Source: an optimization exercise on an open RTL-to-GDS flow (aim: small area). Production flows keep margins and buffers that such runs may drop. Only simulation tests tie the RTL to the original design; equivalence was not proved. No activity file was given, so power comes from the tool's default toggle rates.

==> flow/config.mk <==
export PLATFORM = sky130hd
export DESIGN_NAME = sdm_cic_decim
export DESIGN_NICKNAME = sdm_cic_decim
export VERILOG_FILES = /design/flow/design.v
export SDC_FILE = /design/flow/constraint.sdc
export NUM_CORES = 4
export LEC_CHECK = 0
export ABC_AREA = 1
export CAP_MARGIN = 10
export CORE_MARGIN = 2
export CORE_UTILIZATION = 65
export CTS_BUF_LIST = sky130_fd_sc_hd__clkbuf_8
export CTS_CLUSTER_DIAMETER = 60
export CTS_CLUSTER_SIZE = 16
export SLEW_MARGIN = 10
==> flow/constraint.sdc <==
create_clock -name core_clock -period 10.0 [get_ports {clk}]
set_input_delay 2.0000 -clock core_clock [delete_from_list [all_inputs] [get_ports {clk}]]
set_output_delay 2.0000 -clock core_clock [all_outputs]
set_load 0.01 [all_outputs]
==> flow/design.v <==
module sdm_cic_decim #(
    parameter int unsigned CH         = 4,
    parameter int unsigned ORDER      = 4,
    parameter int unsigned DECIM_LOG2 = 6,
    parameter int unsigned OUT_W      = 16
) (
    input  logic                  clk,
    input  logic                  rst,
    input  logic                  sync_clr,
    input  logic                  valid_in,
    input  logic [CH-1:0]         din,
    output logic                  dout_valid,
    input  logic                  dout_ready,
    output logic [CH*OUT_W-1:0]   dout,
    output logic                  overrun
);
    function automatic logic [23:0] add24(input logic [23:0] a, input logic [23:0] b);
        logic c;
        c = 1'b0;
        for (int i = 0; i < 24; i++) begin
            add24[i] = a[i] ^ b[i] ^ c;
            c = (a[i] & b[i]) | (a[i] & c) | (b[i] & c);
        end
    endfunction
    localparam int unsigned LAT = 5;
    logic [LAT-1:0] r_vd;             
    logic [CH-1:0]  r_dd [LAT];       
    logic [5:0]     r_rc;             
    logic [2:0]     r_warm;
    logic          w_cap;
    logic [CH-1:0] w_b;
    assign w_cap = r_vd[LAT-1] && (r_rc == 6'd0);
    assign w_b   = r_vd[LAT-1] ? r_dd[LAT-1] : '0;
    always_ff @(posedge clk or posedge rst) begin
        if (rst) begin
            r_vd       <= '0;
            r_rc       <= 6'd1;
            r_warm     <= '0;
            dout_valid <= 1'b0;
            overrun    <= 1'b0;
        end else if (sync_clr) begin
            r_vd       <= '0;
            r_rc       <= 6'd1;
            r_warm     <= '0;
            dout_valid <= 1'b0;
            overrun    <= 1'b0;
        end else begin
            r_vd <= {r_vd[LAT-2:0], valid_in};
            if (r_vd[LAT-1]) r_rc <= r_rc + 1'b1;
            if (w_cap && r_warm != 3'd4) r_warm <= r_warm + 1'b1;
            if (w_cap && r_warm == 3'd4) begin
                dout_valid <= 1'b1;
                if (dout_valid && !dout_ready) overrun <= 1'b1;
            end else if (dout_ready) begin
                dout_valid <= 1'b0;
            end
        end
    end
    always_ff @(posedge clk) begin
        r_dd[0] <= din;
        for (int i = 1; i < LAT; i++) r_dd[i] <= r_dd[i-1];
    end
    logic [15:0] w0, w3;
    logic [17:0] w1, w2;
    logic [5:0]  r;
    logic [67:0] w_rom;
    assign r = r_rc;
    logic [587:0] rom_n;
    assign w_rom[0] = ~r[0] & ~r[1];
    assign rom_n[556] = r[0] & r[1];
    assign rom_n[562] = ~rom_n[556] & ~w_rom[0];
    assign rom_n[563] = r[0] & r[2];
    assign rom_n[564] = ~rom_n[563] & ~r[3];
    assign rom_n[565] = rom_n[564] & ~rom_n[562];
    assign rom_n[567] = ~rom_n[566] & r[4];
    assign rom_n[568] = rom_n[567] & ~rom_n[565];
    assign rom_n[569] = ~rom_n[568] & r[5];
    assign rom_n[570] = ~r[1] & ~r[2];
    assign rom_n[571] = rom_n[570] & ~r[0];
    assign rom_n[572] = ~rom_n[571] & r[3];
    assign rom_n[573] = ~rom_n[572] & ~r[4];
    assign rom_n[574] = ~rom_n[573] & rom_n[569];
    assign rom_n[576] = ~rom_n[575] & ~r[4];
    assign rom_n[578] = rom_n[577] & rom_n[575];
    assign w_rom[51] = ~rom_n[578] & ~r[5];
    assign rom_n[579] = w_rom[51] & ~rom_n[576];
    assign w_rom[49] = ~rom_n[579] & ~rom_n[574];
    assign rom_n[580] = r[1] & r[2];
    assign rom_n[581] = rom_n[580] & r[0];
    assign rom_n[582] = ~rom_n[581] & rom_n[572];
    assign rom_n[583] = rom_n[566] & ~rom_n[556];
    assign rom_n[584] = ~rom_n[583] & ~rom_n[582];
    assign rom_n[586] = rom_n[585] & ~rom_n[584];
    assign rom_n[0] = ~w_rom[0] & r[2];
    assign rom_n[1] = rom_n[0] & ~r[3];
    assign rom_n[2] = ~rom_n[1] & ~rom_n[587];
    assign rom_n[3] = rom_n[2] & r[5];
    assign rom_n[4] = ~rom_n[2] & ~r[5];
    assign rom_n[5] = ~rom_n[4] & ~rom_n[576];
    assign rom_n[6] = rom_n[5] & ~rom_n[3];
    assign w_rom[48] = rom_n[6] | rom_n[586];
    assign rom_n[7] = r[0] & ~r[2];
    assign rom_n[8] = r[1] & ~r[2];
    assign rom_n[9] = ~rom_n[8] & ~rom_n[7];
    assign rom_n[10] = rom_n[9] & r[3];
    assign rom_n[11] = ~rom_n[0] & ~rom_n[556];
    assign w_rom[1] = rom_n[11] & ~rom_n[570];
    assign rom_n[12] = ~w_rom[1] & ~rom_n[7];
    assign rom_n[13] = rom_n[12] & ~r[3];
    assign rom_n[14] = ~rom_n[13] & ~rom_n[10];
    assign rom_n[15] = ~rom_n[14] & rom_n[577];
    assign rom_n[16] = rom_n[10] & ~rom_n[556];
    assign rom_n[17] = rom_n[8] & r[0];
    assign rom_n[18] = ~r[1] & r[2];
    assign rom_n[19] = ~rom_n[18] & ~rom_n[17];
    assign rom_n[20] = rom_n[19] & ~r[3];
    assign rom_n[21] = ~rom_n[20] & ~r[4];
    assign rom_n[22] = rom_n[21] & ~rom_n[16];
    assign rom_n[23] = ~rom_n[570] & ~r[3];
    assign rom_n[24] = rom_n[23] & ~rom_n[0];
    assign rom_n[25] = ~rom_n[587] & r[4];
    assign rom_n[26] = rom_n[25] & ~rom_n[24];
    assign rom_n[27] = ~rom_n[26] & r[5];
    assign rom_n[28] = rom_n[27] & ~rom_n[22];
    assign rom_n[29] = ~rom_n[4] & ~rom_n[577];
    assign rom_n[30] = rom_n[29] & ~rom_n[28];
    assign w_rom[47] = rom_n[30] | rom_n[15];
    assign rom_n[31] = ~rom_n[562] & ~r[2];
    assign rom_n[32] = ~r[0] & r[2];
    assign rom_n[33] = rom_n[32] & r[1];
    assign rom_n[34] = ~rom_n[33] & ~rom_n[31];
    assign rom_n[35] = ~rom_n[34] & ~r[3];
    assign rom_n[36] = r[0] & ~r[1];
    assign rom_n[37] = ~rom_n[36] & ~r[2];
    assign rom_n[38] = rom_n[0] & ~rom_n[556];
    assign rom_n[39] = ~rom_n[38] & r[3];
    assign rom_n[40] = rom_n[39] & ~rom_n[37];
    assign rom_n[41] = ~rom_n[40] & ~rom_n[35];
    assign rom_n[42] = ~rom_n[41] & rom_n[585];
    assign rom_n[43] = ~rom_n[556] & ~r[3];
    assign rom_n[44] = rom_n[43] & ~w_rom[0];
    assign rom_n[45] = ~rom_n[31] & r[3];
    assign rom_n[46] = rom_n[45] & ~rom_n[580];
    assign rom_n[47] = ~rom_n[46] & ~rom_n[44];
    assign rom_n[48] = ~rom_n[47] & rom_n[577];
    assign rom_n[50] = ~rom_n[16] & ~rom_n[1];
    assign rom_n[51] = ~rom_n[50] & rom_n[49];
    assign rom_n[53] = ~rom_n[564] & ~r[1];
    assign rom_n[54] = ~r[3] & r[1];
    assign rom_n[55] = rom_n[54] & ~r[0];
    assign rom_n[56] = ~rom_n[55] & ~rom_n[53];
    assign rom_n[57] = ~rom_n[56] & rom_n[52];
    assign rom_n[58] = ~rom_n[57] & ~rom_n[51];
    assign rom_n[59] = rom_n[58] & ~rom_n[48];
    assign w_rom[46] = ~(rom_n[59] & ~rom_n[42]);
    assign rom_n[60] = r[3] & r[0];
    assign rom_n[61] = ~rom_n[60] & r[4];
    assign w_rom[35] = ~r[0] & ~r[2];
    assign rom_n[62] = ~rom_n[8] & rom_n[564];
    assign rom_n[63] = rom_n[62] & ~w_rom[35];
    assign rom_n[64] = ~rom_n[63] & rom_n[61];
    assign rom_n[65] = w_rom[35] & ~r[3];
    assign rom_n[66] = ~rom_n[8] & ~r[3];
    assign rom_n[67] = rom_n[66] & ~rom_n[38];
    assign rom_n[68] = ~rom_n[67] & rom_n[23];
    assign rom_n[69] = ~rom_n[68] & ~rom_n[65];
    assign rom_n[70] = ~rom_n[563] & r[3];
    assign rom_n[71] = ~r[0] & r[1];
    assign rom_n[72] = rom_n[71] & ~r[2];
    assign rom_n[73] = ~rom_n[72] & rom_n[70];
    assign rom_n[74] = ~rom_n[73] & ~r[4];
    assign rom_n[75] = rom_n[74] & rom_n[69];
    assign rom_n[76] = ~rom_n[75] & ~rom_n[64];
    assign rom_n[77] = ~rom_n[76] & r[5];
    assign rom_n[78] = ~rom_n[38] & ~rom_n[570];
    assign rom_n[79] = ~rom_n[78] & ~r[3];
    assign rom_n[80] = rom_n[45] & ~rom_n[33];
    assign rom_n[81] = ~rom_n[80] & ~rom_n[79];
    assign rom_n[82] = ~rom_n[81] & rom_n[49];
    assign rom_n[83] = ~w_rom[35] & ~rom_n[563];
    assign rom_n[84] = ~rom_n[83] & r[3];
    assign rom_n[85] = ~r[3] & ~r[0];
    assign rom_n[86] = ~rom_n[85] & rom_n[577];
    assign rom_n[87] = rom_n[86] & ~rom_n[84];
    assign rom_n[88] = ~rom_n[87] & ~rom_n[82];
    assign w_rom[45] = ~(rom_n[88] & ~rom_n[77]);
    assign rom_n[89] = rom_n[563] & ~r[1];
    assign rom_n[90] = ~rom_n[72] & ~r[3];
    assign rom_n[91] = rom_n[90] & ~rom_n[89];
    assign rom_n[92] = ~rom_n[91] & ~r[4];
    assign rom_n[93] = rom_n[92] & ~rom_n[46];
    assign rom_n[94] = r[3] & r[4];
    assign rom_n[95] = rom_n[94] & ~rom_n[11];
    assign rom_n[96] = ~rom_n[95] & ~rom_n[25];
    assign rom_n[97] = ~rom_n[96] & ~rom_n[565];
    assign rom_n[98] = ~rom_n[97] & r[5];
    assign rom_n[99] = rom_n[98] & ~rom_n[93];
    assign rom_n[100] = ~rom_n[18] & rom_n[572];
    assign rom_n[101] = ~rom_n[100] & rom_n[577];
    assign rom_n[102] = ~w_rom[35] & rom_n[39];
    assign rom_n[103] = ~rom_n[32] & rom_n[23];
    assign rom_n[104] = ~rom_n[103] & ~rom_n[102];
    assign rom_n[105] = ~rom_n[104] & rom_n[49];
    assign rom_n[106] = ~rom_n[105] & ~rom_n[101];
    assign w_rom[44] = ~(rom_n[106] & ~rom_n[99]);
    assign rom_n[107] = ~rom_n[31] & ~rom_n[0];
    assign rom_n[108] = ~rom_n[107] & ~rom_n[581];
    assign rom_n[109] = rom_n[108] & ~r[3];
    assign rom_n[110] = ~rom_n[109] & ~rom_n[73];
    assign rom_n[111] = ~rom_n[110] & rom_n[585];
    assign rom_n[112] = rom_n[562] & ~r[2];
    assign rom_n[113] = rom_n[112] & r[3];
    assign rom_n[115] = rom_n[114] & rom_n[556];
    assign rom_n[116] = ~rom_n[115] & rom_n[52];
    assign rom_n[117] = rom_n[116] & ~rom_n[85];
    assign rom_n[118] = rom_n[117] & ~rom_n[113];
    assign rom_n[119] = r[3] & ~r[1];
    assign rom_n[120] = rom_n[119] & ~r[2];
    assign rom_n[121] = r[3] & ~r[0];
    assign rom_n[122] = ~rom_n[121] & ~rom_n[120];
    assign rom_n[123] = ~rom_n[114] & ~rom_n[55];
    assign rom_n[124] = rom_n[123] & rom_n[122];
    assign rom_n[125] = ~rom_n[124] & rom_n[49];
    assign rom_n[126] = rom_n[8] & r[3];
    assign rom_n[127] = ~rom_n[126] & ~rom_n[84];
    assign rom_n[128] = ~rom_n[18] & ~r[3];
    assign rom_n[129] = rom_n[128] & ~rom_n[8];
    assign rom_n[130] = ~rom_n[129] & rom_n[577];
    assign rom_n[131] = rom_n[130] & rom_n[127];
    assign rom_n[132] = ~rom_n[131] & ~rom_n[125];
    assign rom_n[133] = rom_n[132] & ~rom_n[118];
    assign w_rom[43] = ~(rom_n[133] & ~rom_n[111]);
    assign rom_n[134] = ~rom_n[119] & ~rom_n[13];
    assign rom_n[135] = ~rom_n[134] & rom_n[49];
    assign rom_n[136] = ~rom_n[54] & ~rom_n[46];
    assign rom_n[137] = ~rom_n[136] & rom_n[585];
    assign rom_n[138] = rom_n[580] & r[3];
    assign rom_n[139] = ~rom_n[138] & ~rom_n[84];
    assign rom_n[140] = rom_n[139] & rom_n[116];
    assign rom_n[141] = ~rom_n[119] & ~rom_n[575];
    assign rom_n[142] = rom_n[54] & ~rom_n[32];
    assign rom_n[143] = ~rom_n[142] & rom_n[577];
    assign rom_n[144] = rom_n[143] & rom_n[141];
    assign rom_n[145] = rom_n[144] & rom_n[19];
    assign rom_n[146] = ~rom_n[145] & ~rom_n[140];
    assign rom_n[147] = rom_n[146] & ~rom_n[137];
    assign w_rom[42] = ~(rom_n[147] & ~rom_n[135]);
    assign rom_n[148] = ~rom_n[113] & r[4];
    assign rom_n[149] = rom_n[83] & ~r[3];
    assign rom_n[150] = ~rom_n[149] & ~rom_n[115];
    assign rom_n[151] = rom_n[150] & rom_n[148];
    assign rom_n[152] = rom_n[0] & r[3];
    assign rom_n[153] = ~rom_n[152] & rom_n[151];
    assign rom_n[154] = ~rom_n[34] & r[3];
    assign rom_n[155] = ~rom_n[128] & ~r[4];
    assign rom_n[156] = rom_n[155] & ~rom_n[154];
    assign rom_n[157] = ~rom_n[156] & ~r[5];
    assign rom_n[158] = rom_n[157] & ~rom_n[153];
    assign rom_n[159] = rom_n[85] & ~rom_n[570];
    assign rom_n[160] = rom_n[70] & ~rom_n[8];
    assign rom_n[161] = rom_n[160] & ~w_rom[35];
    assign rom_n[162] = ~rom_n[161] & ~rom_n[159];
    assign rom_n[163] = ~rom_n[162] & rom_n[585];
    assign rom_n[164] = ~w_rom[0] & r[3];
    assign rom_n[165] = ~rom_n[164] & ~rom_n[587];
    assign rom_n[166] = rom_n[43] & ~rom_n[8];
    assign rom_n[167] = ~rom_n[166] & rom_n[165];
    assign rom_n[168] = ~rom_n[71] & ~r[3];
    assign rom_n[169] = rom_n[168] & ~rom_n[37];
    assign rom_n[170] = ~rom_n[169] & rom_n[52];
    assign rom_n[171] = rom_n[170] & ~rom_n[167];
    assign rom_n[172] = ~rom_n[171] & ~rom_n[163];
    assign w_rom[41] = ~(rom_n[172] & ~rom_n[158]);
    assign rom_n[173] = rom_n[83] & r[3];
    assign rom_n[174] = rom_n[173] & r[1];
    assign rom_n[175] = ~rom_n[174] & ~rom_n[84];
    assign rom_n[176] = ~rom_n[112] & ~r[3];
    assign rom_n[177] = rom_n[176] & ~rom_n[581];
    assign rom_n[178] = ~rom_n[177] & rom_n[577];
    assign rom_n[179] = rom_n[178] & rom_n[175];
    assign rom_n[180] = ~rom_n[36] & ~r[3];
    assign rom_n[181] = ~rom_n[180] & ~rom_n[114];
    assign rom_n[182] = ~rom_n[181] & ~rom_n[580];
    assign rom_n[183] = ~rom_n[562] & r[3];
    assign rom_n[184] = rom_n[183] & ~rom_n[563];
    assign rom_n[185] = ~rom_n[184] & ~rom_n[182];
    assign rom_n[186] = ~rom_n[185] & rom_n[585];
    assign rom_n[187] = rom_n[563] & r[3];
    assign rom_n[188] = rom_n[43] & ~rom_n[32];
    assign rom_n[189] = ~rom_n[188] & ~rom_n[187];
    assign rom_n[190] = ~rom_n[189] & rom_n[52];
    assign rom_n[191] = ~rom_n[575] & ~rom_n[566];
    assign rom_n[192] = rom_n[191] & rom_n[556];
    assign rom_n[193] = ~rom_n[192] & ~rom_n[65];
    assign rom_n[194] = ~rom_n[193] & rom_n[49];
    assign rom_n[195] = ~rom_n[194] & ~rom_n[190];
    assign rom_n[196] = rom_n[195] & ~rom_n[186];
    assign w_rom[40] = ~(rom_n[196] & ~rom_n[179]);
    assign rom_n[197] = ~rom_n[37] & rom_n[568];
    assign rom_n[198] = ~rom_n[71] & rom_n[70];
    assign rom_n[199] = rom_n[198] & ~w_rom[35];
    assign rom_n[200] = ~rom_n[60] & ~r[4];
    assign rom_n[201] = rom_n[200] & ~rom_n[72];
    assign rom_n[202] = rom_n[201] & ~rom_n[583];
    assign rom_n[203] = rom_n[202] & ~rom_n[199];
    assign rom_n[204] = ~rom_n[203] & ~rom_n[197];
    assign rom_n[205] = ~rom_n[204] & ~r[5];
    assign rom_n[206] = ~rom_n[149] & r[4];
    assign rom_n[207] = rom_n[206] & ~rom_n[154];
    assign rom_n[208] = ~rom_n[33] & ~rom_n[570];
    assign rom_n[209] = ~rom_n[208] & ~rom_n[587];
    assign rom_n[210] = ~rom_n[209] & rom_n[200];
    assign rom_n[211] = ~rom_n[210] & r[5];
    assign rom_n[212] = rom_n[211] & ~rom_n[207];
    assign w_rom[39] = rom_n[212] | rom_n[205];
    assign rom_n[213] = ~rom_n[570] & rom_n[564];
    assign rom_n[214] = ~rom_n[213] & rom_n[141];
    assign rom_n[215] = ~rom_n[214] & ~rom_n[71];
    assign rom_n[216] = ~rom_n[215] & r[4];
    assign rom_n[217] = rom_n[54] & ~rom_n[563];
    assign rom_n[218] = ~rom_n[217] & ~rom_n[45];
    assign rom_n[219] = ~rom_n[218] & ~r[4];
    assign rom_n[220] = ~rom_n[219] & ~rom_n[216];
    assign rom_n[221] = r[5] & ~r[0];
    assign rom_n[222] = rom_n[221] & ~rom_n[220];
    assign rom_n[223] = ~rom_n[221] & rom_n[220];
    assign w_rom[38] = ~rom_n[223] & ~rom_n[222];
    assign rom_n[224] = ~rom_n[164] & rom_n[25];
    assign rom_n[225] = rom_n[224] & ~rom_n[159];
    assign rom_n[226] = ~rom_n[191] & w_rom[0];
    assign rom_n[227] = ~rom_n[226] & rom_n[200];
    assign w_rom[37] = rom_n[227] | rom_n[225];
    assign rom_n[228] = ~rom_n[168] & ~rom_n[164];
    assign w_rom[36] = rom_n[228] | rom_n[7];
    assign rom_n[229] = rom_n[85] & rom_n[570];
    assign rom_n[230] = rom_n[229] & rom_n[585];
    assign rom_n[231] = ~r[3] & ~r[4];
    assign rom_n[232] = ~rom_n[231] & ~r[5];
    assign w_rom[32] = rom_n[232] | rom_n[230];
    assign rom_n[233] = rom_n[52] & ~r[3];
    assign rom_n[234] = rom_n[233] & rom_n[571];
    assign rom_n[235] = ~rom_n[229] & rom_n[585];
    assign rom_n[236] = rom_n[232] & ~rom_n[567];
    assign rom_n[237] = ~rom_n[236] & ~rom_n[235];
    assign w_rom[31] = rom_n[237] & ~rom_n[234];
    assign rom_n[238] = ~rom_n[570] & r[3];
    assign rom_n[239] = ~rom_n[238] & rom_n[567];
    assign rom_n[240] = ~rom_n[138] & ~r[4];
    assign rom_n[241] = ~rom_n[571] & ~r[3];
    assign rom_n[242] = ~rom_n[241] & rom_n[240];
    assign rom_n[243] = ~rom_n[242] & ~rom_n[239];
    assign rom_n[244] = ~rom_n[243] & ~r[5];
    assign rom_n[245] = ~rom_n[241] & ~rom_n[94];
    assign rom_n[246] = ~rom_n[245] & r[5];
    assign w_rom[30] = ~rom_n[246] & ~rom_n[244];
    assign rom_n[247] = ~rom_n[19] & r[3];
    assign rom_n[248] = ~rom_n[247] & ~rom_n[13];
    assign rom_n[249] = ~rom_n[248] & rom_n[49];
    assign rom_n[250] = rom_n[43] & rom_n[9];
    assign rom_n[251] = ~rom_n[250] & r[4];
    assign rom_n[252] = rom_n[238] & ~rom_n[0];
    assign rom_n[253] = ~rom_n[252] & ~r[5];
    assign rom_n[254] = rom_n[253] & rom_n[251];
    assign rom_n[255] = ~rom_n[241] & rom_n[52];
    assign rom_n[256] = ~rom_n[587] & rom_n[585];
    assign rom_n[257] = rom_n[256] & rom_n[9];
    assign rom_n[258] = ~rom_n[257] & ~rom_n[255];
    assign rom_n[259] = rom_n[258] & ~rom_n[254];
    assign w_rom[29] = ~(rom_n[259] & ~rom_n[249]);
    assign rom_n[260] = ~rom_n[41] & rom_n[577];
    assign rom_n[261] = rom_n[84] & rom_n[562];
    assign rom_n[262] = rom_n[180] & ~rom_n[72];
    assign rom_n[263] = ~rom_n[262] & ~rom_n[261];
    assign rom_n[264] = ~rom_n[263] & rom_n[49];
    assign rom_n[265] = rom_n[233] & rom_n[9];
    assign rom_n[266] = ~rom_n[36] & ~rom_n[18];
    assign rom_n[267] = ~rom_n[119] & rom_n[585];
    assign rom_n[268] = rom_n[267] & rom_n[266];
    assign rom_n[269] = ~rom_n[268] & ~rom_n[265];
    assign rom_n[270] = rom_n[269] & ~rom_n[264];
    assign w_rom[28] = ~(rom_n[270] & ~rom_n[260]);
    assign rom_n[271] = ~rom_n[91] & r[4];
    assign rom_n[272] = rom_n[271] & ~rom_n[80];
    assign rom_n[273] = rom_n[114] & ~rom_n[71];
    assign rom_n[274] = ~rom_n[273] & ~rom_n[65];
    assign rom_n[275] = rom_n[274] & ~rom_n[80];
    assign rom_n[276] = ~rom_n[275] & ~r[4];
    assign rom_n[277] = ~rom_n[276] & ~rom_n[272];
    assign rom_n[278] = ~rom_n[277] & ~r[5];
    assign rom_n[279] = rom_n[266] & ~rom_n[121];
    assign rom_n[280] = ~rom_n[575] & r[4];
    assign rom_n[281] = rom_n[280] & ~rom_n[279];
    assign rom_n[282] = ~rom_n[159] & ~rom_n[121];
    assign rom_n[283] = ~rom_n[282] & ~r[4];
    assign rom_n[284] = ~rom_n[283] & r[5];
    assign rom_n[285] = rom_n[284] & ~rom_n[281];
    assign w_rom[27] = rom_n[285] | rom_n[278];
    assign rom_n[286] = ~rom_n[183] & ~rom_n[120];
    assign rom_n[287] = rom_n[286] & rom_n[69];
    assign rom_n[288] = ~rom_n[287] & rom_n[577];
    assign rom_n[289] = rom_n[566] & ~w_rom[0];
    assign rom_n[290] = ~rom_n[289] & rom_n[240];
    assign rom_n[291] = rom_n[280] & ~rom_n[183];
    assign rom_n[292] = rom_n[291] & ~rom_n[159];
    assign rom_n[293] = ~rom_n[292] & ~rom_n[290];
    assign rom_n[294] = ~rom_n[293] & r[5];
    assign rom_n[295] = rom_n[49] & ~rom_n[38];
    assign rom_n[296] = rom_n[295] & ~rom_n[214];
    assign rom_n[297] = ~rom_n[296] & ~rom_n[294];
    assign w_rom[26] = ~(rom_n[297] & ~rom_n[288]);
    assign rom_n[298] = rom_n[271] & ~rom_n[161];
    assign rom_n[299] = rom_n[164] & rom_n[83];
    assign rom_n[300] = ~rom_n[299] & ~r[4];
    assign rom_n[301] = rom_n[300] & ~rom_n[67];
    assign rom_n[302] = ~rom_n[301] & ~r[5];
    assign rom_n[303] = rom_n[302] & ~rom_n[298];
    assign rom_n[304] = rom_n[181] & rom_n[139];
    assign rom_n[305] = ~rom_n[304] & rom_n[52];
    assign rom_n[306] = rom_n[128] & ~rom_n[562];
    assign rom_n[307] = rom_n[70] & rom_n[19];
    assign rom_n[308] = ~rom_n[307] & ~rom_n[306];
    assign rom_n[309] = ~rom_n[308] & rom_n[585];
    assign rom_n[310] = ~rom_n[309] & ~rom_n[305];
    assign w_rom[25] = ~(rom_n[310] & ~rom_n[303]);
    assign rom_n[311] = rom_n[183] & ~rom_n[570];
    assign rom_n[312] = ~rom_n[311] & ~rom_n[55];
    assign rom_n[313] = ~rom_n[312] & rom_n[585];
    assign rom_n[314] = rom_n[148] & rom_n[69];
    assign rom_n[315] = ~rom_n[314] & ~r[5];
    assign rom_n[316] = ~rom_n[112] & r[5];
    assign rom_n[317] = rom_n[316] & rom_n[224];
    assign rom_n[318] = ~rom_n[317] & ~rom_n[315];
    assign rom_n[319] = rom_n[128] & ~rom_n[72];
    assign rom_n[320] = ~rom_n[319] & rom_n[49];
    assign rom_n[321] = rom_n[320] & ~rom_n[39];
    assign rom_n[322] = ~rom_n[321] & ~rom_n[318];
    assign w_rom[24] = rom_n[322] | rom_n[313];
    assign rom_n[323] = ~rom_n[299] & ~rom_n[120];
    assign rom_n[324] = rom_n[323] & ~rom_n[68];
    assign rom_n[325] = rom_n[324] & ~r[4];
    assign rom_n[326] = ~rom_n[142] & ~rom_n[571];
    assign rom_n[327] = ~rom_n[326] & r[4];
    assign rom_n[328] = ~rom_n[327] & r[5];
    assign rom_n[329] = rom_n[328] & ~rom_n[325];
    assign rom_n[330] = ~rom_n[289] & ~rom_n[32];
    assign rom_n[331] = ~rom_n[330] & rom_n[49];
    assign rom_n[332] = rom_n[139] & ~rom_n[35];
    assign rom_n[333] = ~rom_n[332] & rom_n[577];
    assign rom_n[334] = ~rom_n[333] & ~rom_n[331];
    assign w_rom[23] = ~(rom_n[334] & ~rom_n[329]);
    assign rom_n[335] = ~rom_n[252] & ~r[4];
    assign rom_n[336] = rom_n[335] & ~rom_n[115];
    assign rom_n[337] = ~rom_n[95] & ~r[5];
    assign rom_n[338] = rom_n[337] & ~rom_n[68];
    assign rom_n[339] = rom_n[338] & ~rom_n[336];
    assign rom_n[340] = ~rom_n[120] & ~rom_n[60];
    assign rom_n[341] = ~rom_n[180] & rom_n[52];
    assign rom_n[342] = rom_n[341] & rom_n[340];
    assign rom_n[343] = ~rom_n[31] & ~r[3];
    assign rom_n[344] = rom_n[343] & ~rom_n[89];
    assign rom_n[345] = rom_n[141] & rom_n[585];
    assign rom_n[346] = rom_n[345] & ~rom_n[344];
    assign rom_n[347] = ~rom_n[346] & ~rom_n[342];
    assign w_rom[22] = ~(rom_n[347] & ~rom_n[339]);
    assign rom_n[348] = ~w_rom[1] & r[3];
    assign rom_n[349] = ~rom_n[348] & ~rom_n[63];
    assign rom_n[350] = ~rom_n[349] & ~r[4];
    assign rom_n[351] = rom_n[274] & ~rom_n[96];
    assign rom_n[352] = ~rom_n[351] & ~r[5];
    assign rom_n[353] = rom_n[352] & ~rom_n[350];
    assign rom_n[354] = rom_n[231] & ~rom_n[107];
    assign rom_n[355] = r[3] & ~r[4];
    assign rom_n[356] = rom_n[355] & rom_n[33];
    assign rom_n[357] = ~rom_n[239] & r[5];
    assign rom_n[358] = rom_n[357] & ~rom_n[356];
    assign rom_n[359] = rom_n[358] & ~rom_n[354];
    assign w_rom[21] = ~rom_n[359] & ~rom_n[353];
    assign rom_n[360] = rom_n[219] & ~rom_n[187];
    assign rom_n[361] = ~w_rom[35] & rom_n[23];
    assign rom_n[362] = rom_n[361] & ~rom_n[0];
    assign rom_n[363] = ~rom_n[160] & r[4];
    assign rom_n[364] = rom_n[363] & ~rom_n[362];
    assign rom_n[365] = ~rom_n[364] & ~rom_n[360];
    assign rom_n[366] = ~rom_n[365] & ~r[5];
    assign rom_n[367] = rom_n[291] & ~rom_n[169];
    assign rom_n[368] = ~rom_n[367] & r[5];
    assign rom_n[369] = ~rom_n[368] & ~rom_n[366];
    assign rom_n[370] = ~rom_n[120] & rom_n[585];
    assign rom_n[371] = rom_n[370] & ~rom_n[565];
    assign w_rom[20] = rom_n[371] | rom_n[369];
    assign w_rom[50] = rom_n[578] | rom_n[569];
    assign rom_n[372] = ~r[0] & r[4];
    assign rom_n[373] = ~rom_n[83] & ~rom_n[66];
    assign rom_n[374] = ~rom_n[373] & ~rom_n[149];
    assign rom_n[375] = ~rom_n[374] & rom_n[372];
    assign rom_n[376] = rom_n[374] & ~rom_n[372];
    assign w_rom[19] = rom_n[376] | rom_n[375];
    assign rom_n[377] = ~rom_n[83] & rom_n[23];
    assign w_rom[18] = ~rom_n[377] & ~rom_n[10];
    assign rom_n[378] = rom_n[152] & rom_n[585];
    assign rom_n[379] = rom_n[52] & ~rom_n[572];
    assign w_rom[14] = rom_n[379] | rom_n[378];
    assign rom_n[380] = rom_n[94] & rom_n[12];
    assign rom_n[381] = ~rom_n[380] & ~rom_n[361];
    assign rom_n[382] = ~rom_n[381] & r[5];
    assign rom_n[383] = ~rom_n[0] & rom_n[585];
    assign rom_n[384] = rom_n[383] & r[3];
    assign w_rom[13] = rom_n[384] | rom_n[382];
    assign rom_n[385] = ~rom_n[183] & ~rom_n[20];
    assign rom_n[386] = ~rom_n[385] & rom_n[52];
    assign rom_n[387] = rom_n[383] & ~rom_n[361];
    assign rom_n[388] = ~rom_n[387] & ~rom_n[578];
    assign w_rom[12] = ~(rom_n[388] & ~rom_n[386]);
    assign rom_n[389] = ~rom_n[18] & rom_n[577];
    assign rom_n[390] = rom_n[389] & rom_n[191];
    assign rom_n[391] = ~rom_n[311] & rom_n[21];
    assign rom_n[392] = ~rom_n[121] & r[4];
    assign rom_n[393] = rom_n[392] & ~rom_n[377];
    assign rom_n[394] = ~rom_n[393] & r[5];
    assign rom_n[395] = rom_n[394] & ~rom_n[391];
    assign w_rom[11] = rom_n[395] | rom_n[390];
    assign rom_n[396] = rom_n[241] & ~rom_n[580];
    assign rom_n[397] = ~rom_n[396] & ~rom_n[100];
    assign rom_n[398] = ~rom_n[397] & rom_n[577];
    assign rom_n[399] = rom_n[238] & ~r[0];
    assign rom_n[400] = ~rom_n[377] & ~rom_n[138];
    assign rom_n[401] = rom_n[400] & ~rom_n[399];
    assign rom_n[402] = ~rom_n[401] & ~r[4];
    assign rom_n[403] = ~rom_n[402] & ~rom_n[281];
    assign rom_n[404] = ~rom_n[403] & r[5];
    assign w_rom[10] = rom_n[404] | rom_n[398];
    assign rom_n[405] = rom_n[176] & ~rom_n[32];
    assign rom_n[406] = ~rom_n[405] & rom_n[148];
    assign rom_n[407] = ~rom_n[112] & ~rom_n[18];
    assign rom_n[408] = rom_n[407] & ~rom_n[582];
    assign rom_n[409] = ~rom_n[408] & ~r[4];
    assign rom_n[410] = ~rom_n[409] & ~rom_n[406];
    assign rom_n[411] = ~rom_n[410] & r[5];
    assign rom_n[412] = rom_n[152] & rom_n[49];
    assign rom_n[413] = ~rom_n[181] & ~rom_n[71];
    assign rom_n[414] = ~rom_n[413] & rom_n[127];
    assign rom_n[415] = ~rom_n[414] & rom_n[577];
    assign rom_n[416] = ~rom_n[415] & ~rom_n[412];
    assign w_rom[9] = ~(rom_n[416] & ~rom_n[411]);
    assign rom_n[417] = rom_n[355] & rom_n[78];
    assign rom_n[418] = ~rom_n[417] & ~rom_n[151];
    assign rom_n[419] = ~rom_n[418] & ~r[5];
    assign rom_n[420] = ~rom_n[62] & ~rom_n[582];
    assign rom_n[421] = ~rom_n[420] & rom_n[585];
    assign rom_n[422] = ~rom_n[199] & ~rom_n[65];
    assign rom_n[423] = ~rom_n[422] & rom_n[52];
    assign rom_n[424] = ~rom_n[423] & ~rom_n[421];
    assign w_rom[8] = ~(rom_n[424] & ~rom_n[419]);
    assign rom_n[425] = rom_n[251] & ~rom_n[199];
    assign rom_n[426] = ~rom_n[160] & ~r[4];
    assign rom_n[427] = ~rom_n[426] & ~r[5];
    assign rom_n[428] = rom_n[427] & ~rom_n[425];
    assign rom_n[429] = rom_n[165] & ~rom_n[142];
    assign rom_n[430] = ~rom_n[429] & rom_n[52];
    assign rom_n[431] = rom_n[164] & ~rom_n[8];
    assign rom_n[432] = ~rom_n[431] & ~rom_n[90];
    assign rom_n[433] = ~rom_n[432] & rom_n[585];
    assign rom_n[434] = ~rom_n[433] & ~rom_n[430];
    assign w_rom[7] = ~(rom_n[434] & ~rom_n[428]);
    assign w_rom[66] = rom_n[49] & ~rom_n[566];
    assign rom_n[435] = ~rom_n[199] & ~rom_n[54];
    assign rom_n[436] = ~rom_n[435] & w_rom[66];
    assign rom_n[437] = rom_n[116] & ~rom_n[72];
    assign rom_n[438] = rom_n[437] & ~rom_n[173];
    assign rom_n[439] = ~rom_n[250] & rom_n[585];
    assign rom_n[440] = ~rom_n[141] & ~rom_n[32];
    assign rom_n[441] = ~rom_n[440] & rom_n[439];
    assign rom_n[442] = ~rom_n[167] & rom_n[577];
    assign rom_n[443] = ~rom_n[442] & ~rom_n[441];
    assign rom_n[444] = rom_n[443] & ~rom_n[438];
    assign w_rom[6] = ~(rom_n[444] & ~rom_n[436]);
    assign rom_n[445] = ~rom_n[362] & rom_n[323];
    assign rom_n[446] = ~rom_n[445] & rom_n[52];
    assign rom_n[447] = rom_n[84] & ~rom_n[8];
    assign rom_n[448] = ~rom_n[447] & ~rom_n[343];
    assign rom_n[449] = ~rom_n[448] & rom_n[577];
    assign rom_n[450] = ~rom_n[449] & ~rom_n[446];
    assign rom_n[451] = ~rom_n[307] & ~rom_n[149];
    assign rom_n[452] = ~rom_n[451] & rom_n[585];
    assign rom_n[453] = rom_n[45] & ~rom_n[0];
    assign rom_n[454] = ~rom_n[55] & ~rom_n[566];
    assign rom_n[455] = rom_n[454] & rom_n[49];
    assign rom_n[456] = rom_n[455] & ~rom_n[453];
    assign rom_n[457] = ~rom_n[456] & ~rom_n[452];
    assign w_rom[5] = ~(rom_n[457] & rom_n[450]);
    assign rom_n[458] = rom_n[361] & ~w_rom[0];
    assign rom_n[459] = ~rom_n[113] & rom_n[49];
    assign rom_n[460] = rom_n[459] & ~rom_n[458];
    assign rom_n[461] = rom_n[460] & ~rom_n[563];
    assign rom_n[462] = ~rom_n[461] & rom_n[49];
    assign rom_n[463] = ~rom_n[181] & ~rom_n[33];
    assign rom_n[464] = ~rom_n[463] & rom_n[141];
    assign rom_n[465] = ~rom_n[464] & rom_n[585];
    assign rom_n[466] = ~rom_n[174] & ~rom_n[44];
    assign rom_n[467] = ~rom_n[466] & rom_n[389];
    assign rom_n[468] = ~rom_n[54] & ~rom_n[1];
    assign rom_n[469] = ~rom_n[431] & rom_n[52];
    assign rom_n[470] = rom_n[469] & rom_n[468];
    assign rom_n[471] = ~rom_n[470] & ~rom_n[467];
    assign rom_n[472] = rom_n[471] & ~rom_n[465];
    assign w_rom[4] = ~(rom_n[472] & ~rom_n[462]);
    assign rom_n[473] = ~rom_n[187] & ~w_rom[0];
    assign rom_n[474] = rom_n[473] & ~rom_n[149];
    assign rom_n[475] = ~rom_n[474] & rom_n[372];
    assign rom_n[476] = rom_n[474] & ~rom_n[372];
    assign w_rom[3] = rom_n[476] | rom_n[475];
    assign w_rom[2] = rom_n[274] & ~rom_n[152];
    assign rom_n[477] = ~w_rom[66] & ~rom_n[577];
    assign w_rom[65] = ~rom_n[477] & ~rom_n[238];
    assign rom_n[478] = ~rom_n[238] & rom_n[568];
    assign rom_n[479] = rom_n[335] & ~rom_n[166];
    assign rom_n[480] = ~rom_n[479] & ~r[5];
    assign rom_n[481] = rom_n[480] & ~rom_n[478];
    assign w_rom[64] = rom_n[481] | rom_n[230];
    assign rom_n[482] = ~rom_n[252] & ~rom_n[79];
    assign rom_n[483] = ~rom_n[482] & rom_n[577];
    assign rom_n[484] = rom_n[274] & ~rom_n[261];
    assign rom_n[485] = ~rom_n[484] & rom_n[49];
    assign rom_n[486] = rom_n[585] & ~rom_n[581];
    assign rom_n[487] = rom_n[486] & rom_n[241];
    assign rom_n[488] = ~rom_n[487] & ~rom_n[485];
    assign w_rom[63] = ~(rom_n[488] & ~rom_n[483]);
    assign rom_n[489] = rom_n[355] & rom_n[108];
    assign rom_n[490] = rom_n[286] & rom_n[206];
    assign rom_n[491] = rom_n[231] & rom_n[78];
    assign rom_n[492] = ~rom_n[491] & ~rom_n[490];
    assign rom_n[493] = rom_n[492] & ~rom_n[489];
    assign rom_n[494] = ~rom_n[493] & ~r[5];
    assign rom_n[495] = rom_n[439] & ~rom_n[575];
    assign w_rom[62] = rom_n[495] | rom_n[494];
    assign rom_n[496] = ~rom_n[126] & rom_n[585];
    assign rom_n[497] = rom_n[496] & ~rom_n[35];
    assign rom_n[498] = rom_n[128] & ~rom_n[32];
    assign rom_n[499] = ~rom_n[498] & rom_n[127];
    assign rom_n[500] = ~rom_n[499] & rom_n[577];
    assign rom_n[501] = rom_n[119] & ~w_rom[35];
    assign rom_n[502] = ~rom_n[501] & rom_n[49];
    assign rom_n[503] = rom_n[502] & ~rom_n[103];
    assign rom_n[504] = ~rom_n[503] & ~rom_n[500];
    assign w_rom[61] = ~(rom_n[504] & ~rom_n[497]);
    assign rom_n[505] = ~rom_n[138] & rom_n[585];
    assign rom_n[506] = rom_n[505] & rom_n[324];
    assign rom_n[507] = rom_n[52] & rom_n[583];
    assign rom_n[508] = rom_n[340] & rom_n[123];
    assign rom_n[509] = ~rom_n[508] & rom_n[240];
    assign rom_n[510] = rom_n[454] & rom_n[291];
    assign rom_n[511] = ~rom_n[510] & ~r[5];
    assign rom_n[512] = rom_n[511] & ~rom_n[509];
    assign rom_n[513] = ~rom_n[512] & ~rom_n[507];
    assign w_rom[60] = ~(rom_n[513] & ~rom_n[506]);
    assign rom_n[514] = rom_n[164] & ~rom_n[17];
    assign rom_n[515] = ~rom_n[514] & ~rom_n[396];
    assign rom_n[516] = ~rom_n[515] & rom_n[49];
    assign rom_n[517] = ~rom_n[458] & ~rom_n[198];
    assign rom_n[518] = ~rom_n[517] & rom_n[577];
    assign rom_n[519] = rom_n[52] & rom_n[565];
    assign rom_n[520] = rom_n[121] & ~rom_n[8];
    assign rom_n[521] = ~rom_n[520] & ~rom_n[319];
    assign rom_n[522] = ~rom_n[521] & rom_n[585];
    assign rom_n[523] = ~rom_n[522] & ~rom_n[519];
    assign rom_n[524] = rom_n[523] & ~rom_n[518];
    assign w_rom[59] = ~(rom_n[524] & ~rom_n[516]);
    assign rom_n[525] = ~rom_n[289] & ~rom_n[184];
    assign rom_n[526] = ~rom_n[525] & rom_n[585];
    assign rom_n[527] = rom_n[233] & ~rom_n[581];
    assign rom_n[528] = rom_n[527] & ~w_rom[1];
    assign rom_n[529] = ~rom_n[188] & ~rom_n[164];
    assign rom_n[530] = ~rom_n[529] & rom_n[577];
    assign rom_n[531] = rom_n[73] & rom_n[49];
    assign rom_n[532] = ~rom_n[36] & r[2];
    assign rom_n[533] = rom_n[532] & rom_n[231];
    assign rom_n[534] = ~rom_n[533] & ~rom_n[531];
    assign rom_n[535] = rom_n[534] & ~rom_n[530];
    assign rom_n[536] = rom_n[535] & ~rom_n[528];
    assign w_rom[58] = ~(rom_n[536] & ~rom_n[526]);
    assign rom_n[537] = rom_n[175] & ~rom_n[114];
    assign rom_n[538] = ~rom_n[537] & rom_n[585];
    assign rom_n[539] = rom_n[340] & ~rom_n[213];
    assign rom_n[540] = ~rom_n[539] & r[4];
    assign rom_n[541] = rom_n[355] & ~rom_n[208];
    assign rom_n[542] = rom_n[231] & ~rom_n[71];
    assign rom_n[543] = rom_n[542] & rom_n[83];
    assign rom_n[544] = ~rom_n[543] & ~rom_n[541];
    assign rom_n[545] = rom_n[544] & ~rom_n[540];
    assign rom_n[546] = ~rom_n[545] & ~r[5];
    assign rom_n[547] = ~rom_n[169] & ~r[3];
    assign rom_n[548] = ~rom_n[547] & rom_n[379];
    assign rom_n[549] = ~rom_n[548] & ~rom_n[546];
    assign w_rom[57] = ~(rom_n[549] & ~rom_n[538]);
    assign rom_n[550] = ~rom_n[413] & rom_n[122];
    assign rom_n[551] = ~rom_n[550] & rom_n[577];
    assign rom_n[552] = ~rom_n[551] & ~rom_n[460];
    assign rom_n[553] = rom_n[120] & r[0];
    assign rom_n[554] = ~rom_n[553] & rom_n[468];
    assign rom_n[555] = ~rom_n[554] & rom_n[52];
    assign rom_n[557] = rom_n[426] & r[5];
    assign rom_n[558] = rom_n[557] & ~rom_n[463];
    assign rom_n[559] = ~rom_n[558] & ~rom_n[555];
    assign w_rom[56] = ~(rom_n[559] & rom_n[552]);
    assign rom_n[560] = ~rom_n[8] & ~r[0];
    assign rom_n[561] = ~rom_n[560] & rom_n[61];
    assign w_rom[55] = rom_n[561] | rom_n[201];
    assign w_rom[54] = ~rom_n[121] & ~rom_n[563];
    assign w_rom[15] = rom_n[52] & rom_n[572];
    assign w_rom[33] = rom_n[235] | rom_n[52];
    assign w_rom[67] = rom_n[49] & rom_n[566];
    assign rom_n[566] = ~r[3] & ~r[2];
    assign rom_n[575] = r[3] & r[2];
    assign rom_n[577] = ~r[5] & r[4];
    assign rom_n[585] = r[5] & ~r[4];
    assign rom_n[587] = r[3] & ~r[2];
    assign rom_n[49] = ~r[5] & ~r[4];
    assign rom_n[52] = r[5] & r[4];
    assign rom_n[114] = ~r[3] & r[2];
    assign w_rom[53] = w_rom[35];
    assign w_rom[52] = w_rom[0];
    assign w_rom[34] = w_rom[0];
    assign w_rom[17] = w_rom[1];
    assign w_rom[16] = w_rom[0];
    assign {w0, w1, w2, w3} = w_rom;
    for (genvar c = 0; c < CH; c++) begin : g_ch
        logic [23:0] s0, s1, s2;
        logic [19:0] s3;
        logic        sat;
        assign sat = s1[23] && (s0[23:8] == 16'd0);
        always_ff @(posedge clk) begin
            s0 <= add24(w_cap ? s1 : s0, w_b[c] ? 24'(w0) : 24'd0);
            s1 <= add24(w_cap ? s2 : s1, w_b[c] ? 24'(w1) : 24'd0);
            s2 <= add24(w_cap ? 24'(s3) : s2, w_b[c] ? 24'(w2) : 24'd0);
            s3 <= 20'(add24(w_cap ? 24'd0 : 24'(s3), w_b[c] ? 24'(w3) : 24'd0));
            if (w_cap) dout[c*OUT_W +: OUT_W] <= {!s0[23] && !sat, s0[22:8] | {15{sat}}};
        end
    end
endmodule
==> flow/flow/run.sh <==
#!/bin/bash
# Layout flow: the standard flow (standard.sh), run in three parts so that
#  - floorplan skips its wire-load-model timing repair (REMOVE_ABC_BUFFERS=1);
#    the placement, CTS and global-route repairs still close timing on the
#    placed design, without the floorplan's pessimistic upsizing;
#  - the port buffers are the platform's smallest buffer, buf_1.
# Synthesis is the standard one, unchanged. Each part logs to its own file here.
set -euo pipefail
bash standard.sh synth > synth.log 2>&1
REMOVE_ABC_BUFFERS=1 bash standard.sh floorplan > floorplan.log 2>&1
BUFFER_PORTS_ARGS="-buffer_cell sky130_fd_sc_hd__buf_1" bash standard.sh finish > finish.log 2>&1
==> flow/standard.sh <==
#!/bin/bash
# synth_recipe.tcl (not shown) runs the flow's synth.tcl, then flattens the netlist and writes it again
# the make line also repeats each setting of config.mk as NAME=value (left out here)
make -C /OpenROAD-flow-scripts/flow DESIGN_CONFIG=/design/flow/config.mk WORK_HOME=/design/flow/orfs CLKGATE_MAP_FILE= SYNTH_SCRIPT=/design/flow/synth_recipe.tcl "${@:-finish}"
==> implementation parameters <==
Parameter                              Value

Status
  Run status ... finished clean

STA
  Tightest Pin Transition ... ~1.2 ns
  Final setup violation count ... 0
  Fin worst setup slack ... roughly 0.29 ns
  Max_slew headroom ... ~17%
  RSZ-0062 raised after global routing ... no
  Clock Skew ... roughly 0.042 ns
  Hold Vio Cnt, Final ... 0
  Final worst-path cycle share ... between 90% and 100%
  Top achievable clock speed ... 103.0 MHz
  Max Slew Vio Count ... 0
  Clock period minus final worst setup slack ... ~9.7 ns

Clocking
  Number of sinks driven by the clock tree ... 468
  Max clock buf depth ... 3
  Total of hold buffers inserted after clock tree synthesis ... 0
  Number of H-tree levels ... 2
  Clk latency of the worst-skew pair ... 0.66 ns
  Clock root buffer master ... clkbuf_8
  Worst-path clk slew ... 0.10 ns
  TritonCTS clock tree ... built
  Num CTS Buffers ... 38

Setup path
  Required time of the worst setup path ... between 10 and 15 ns
  Crit-path most repeated cell ... fa_1
  WP buf/inv ... 6
  Crit-path slowest cell ... dfstp_2
  Worst setup path class ... flip-flop to flip-flop
  CP arrival ... just over 10 ns
  Maximum fanout count along the critical path ... 32
  Worst path top cell family by delay ... adder cells
  Crit end category ... flip-flop
  Longest individual stage delay on the worst path ... ~0.54 ns
  Element type at the critical path start ... flip-flop

Finish
  Number of diodes ... 0
  Layout cells sized above 1 ... a little over 6%
  Most frequent standard cell in the layout excluding fill and tap cells ... nand2_1
  Core utilization of the finished layout ... between 70% and 80%
  Final-stage net count ... ~3,300
  Commonest non-fill, non-tap cells in the layout ... nand2_1, dfxtp_1, inv_1, nor2_1, fa_1
  Signed area change from the synthesized netlist to the final layout ... 6.993%

Global route
  Overall track demand over capacity in global routing ... a little over a third
  Overall overflow remaining after global route ... 0
  Largest net degree at the start of global routing ... about 230
  Antenna violations before repair ... 1
  Number of global-route vias before repair ... between 20,000 and 25,000
  Global-route wire length before repair ... roughly 110,000 µm

Floorplan
  Die Footprint ... between 40,000 and 50,000 µm²
  Die X-Extent ... just over 200 µm
  Total core area ... between 30,000 and 40,000 µm²
  Boundary pin count ... 75
  Number of rows created at floorplan ... slightly above 70
  Floorplan die height ... around 200 µm
  Initial Utilization ... 65.58%

Detailed routing
  DRC errors left ... 0
  Detailed-route via count ... between 15,000 and 20,000
  Via/cell ratio ... 5.746
  Detailed-routing iteration count for the pre-antenna-repair pass ... 6
  Number of design-rule violations left by the first detailed-router iteration ... ~2,200
  Number of nets still failing antenna checks after routing ... 0
  Routed WL per cell ... around 21 µm
  Post-detailed-routing wire length ... 72,890 µm

Power and ir drop
  Highest ir drop seen on vdd ... between 0.15 and 0.2 mV
  Power per standard cell area ... ~180 nW/µm²
  Combinational share of power ... 21.8%
  Register share of total power ... 54.5%
  Switching power as a share of total power ... 32.16%
  Sw Pwr ... 1535 µW
  Share of power burned in the clock network ... a little under a quarter
  Pint ... 3237 µW
  Static leakage ... approximately 0.014 µW
  Power after layout ... 4772 µW

Hold path
  Path class of the lowest-slack min-delay path ... flip-flop to flip-flop

Synthesis
  Register bit total from synthesis ... between 400 and 500
  Post-synthesis async set-or-reset flop share ... 3.419%
  Distinct cell type count of the synthesized netlist ... 42
  Number of instances in the synthesized netlist ... approximately 2,800
  Mapped cell area ... between 20,000 and 30,000 µm²
  Number of warning messages in the yosys log ... 2
  Post-Synthesis Mean Instance Area ... 8.880 µm²
  Fraction of the yosys area taken by sequential cells ... roughly two fifths
  Number of enable-type register cells in the synthesized netlist ... between 60 and 70
  Top flip-flop cell by instance count after synthesis ... dfxtp_1

Flow run
  Max-capacitance violation count ... 0

Place
  Number of I/O port buffers ... between 70 and 80
  Final weighted congestion in routability-driven placement ... 1.022
  Final HPWL DP ... between 50,000 and 60,000 µm
  Pre-CTS setup slack ... -0.06436 ns
## cell usage after synthesis (6+ instances only)
| cell | n | area (µm²) |
|---|---|---|
| edfxtp_1 | 64 | 1922 |
| fa_1 | 257 | 5145 |
| buf_2 | 69 | 345.3 |
| nand4_1 | 14 | 87.58 |
| inv_2 | 11 | 41.29 |
| o21ai_0 | 181 | 905.9 |
| nand3_1 | 56 | 280.3 |
| buf_1 | 8 | 30.03 |
| a21oi_1 | 97 | 485.5 |
| o21ai_1 | 84 | 420.4 |
| xnor2_1 | 18 | 157.7 |
| inv_1 | 343 | 1287 |
| clkbuf_1 | 42 | 157.7 |
| dfxtp_1 | 388 | 7767 |
| nand2_1 | 726 | 2725 |
| nor3_2 | 6 | 60.06 |
| nor4_1 | 7 | 43.79 |
| o211ai_1 | 11 | 82.58 |
| nor2_1 | 256 | 960.9 |
| a31oi_1 | 10 | 62.56 |
| dfrtp_1 | 15 | 375.4 |
| nor3_1 | 15 | 75.07 |
| nor2_2 | 8 | 50.05 |
| mux2i_1 | 9 | 90.09 |
| ha_1 | 110 | 1376 |
## cells by family (layout without fill, tap and decap cells)
| group | after synthesis | count (layout) | share of synthesized area [%] |
|---|---|---|---|
| compound gates | 395 | 395 | 8.169 |
| fa+ha+maj | 367 | 367 | 25.85 |
| buf+inv | 480 | 567 | 7.544 |
| xor+xnor | 18 | 18 | 0.6249 |
| flops | 468 | 468 | 40.00 |
| simple gates | 1104 | 1104 | 17.45 |
| mux | 9 | 9 | 0.3571 |
## through the flow
step                      hold WS (ns)  TNS [ns]  area (µm²)  cells
after floorplan                 0.3096  -1759.49       24660   2718
after global placement          0.3120         0       26160   3380
after detailed placement        0.3121  -0.08798       26160   3380
after CTS                       0.3339         0       26950   3446
after global routing            0.3455         0       26990   3446
final                           0.3336         0       26990   3446
## area by class of cell
cell class | count | area, µm²
Multi-Input combinational cell | 1893 | 13280
Clock buffer | 44 | 605.6
Inverter | 357 | 1348
Timing Repair Buffer | 145 | 854.6
Sequential cell | 468 | 10090
Fill cell | 2780 | 11480
Clock inverter | 21 | 168.9
Tap cell | 518 | 648.1
## timing repair
action | 4_1_cts | 5_1_grt
gates resized for setup | 3 | 17
endpoints found under the setup margin | 3 | 15
buffers inserted | 1 | 0
hold endpoints to repair | 0 | 0
pin swaps | 1 | 1
## flip-flops by register name, indices dropped and copies added, names as in the netlist
register and cells:
g_ch.s0 96, g_ch.s1 96, g_ch.s2 96, g_ch.s3 80, dout 64, r_dd 20
r_rc 6, r_vd 5, r_warm 3, dout_valid 1, overrun 1
## power groups by stage
stage          sequential, µW  combinational, µW  clock, µW
3_3_place_gp             2610                920          0
6_report                 2600               1040       1130
3_5_place_dp             2630               1030          0
4_1_cts                  2590               1050       1140
5_1_grt                  2640               1230       1200
2_1_floorplan            2580                741          0
## per-layer routing
| metal | vias up | global-route usage, % | routed length, µm |
|---|---|---|---|
| met5 | - | 0 | 9 |
| met4 | 2 | 16.38 | 3583 |
| met3 | 221 | 9.188 | 7508 |
| met2 | 1005 | 57.60 | 33650 |
| met1 | 9604 | 48.44 | 28140 |
| li1 | 8970 | - | - |
## final timing paths
kind,startpoint,endpoint,slack (ns),cells after the start
worst max register to register,r_rc[0],g_ch[2].s1[23],0.29,34
min in group asynchronous,rst,r_warm[0],1.42,2
worst max-delay path,r_rc[0],g_ch[2].s1[23],0.29,34
max in group asynchronous,rst,r_rc[5],8.14,2
worst min register to register,r_dd[2][3],r_dd[3][3],0.33,0
worst min-delay path,r_dd[2][3],r_dd[3][3],0.33,0

## re-timing with driven ports
The flow's constraints put no driver on any port. The routed layout listed below was extracted and timed again, unchanged, in two steps.
Step 1 sets driving cells, clkbuf_16 on the clock port and buf_2 on the other inputs (assumed; they add their load-dependent delay and slew).
Step 2 times the ports against the registers' clock, not the clock port: input delays grow and output delays shrink by t, the midpoint of the rising clock arrivals with the driver on.
Slacks: ideal / step 1 / step 2; pairs: ideal / step 1.
t (ns): 0.690
setup WS [ns]: 0.287 / 0.287 / 0.287
worst setup path at the end: register to register
slew at the worst register clock pin (ns): 0.11 / 0.11
worst data-port slew with drivers (ns): 0.03
After both steps this run still meets setup and hold. For this run, drivers alone change the setup slack by 0.000 ns; drivers and shift together by 0.000 ns.
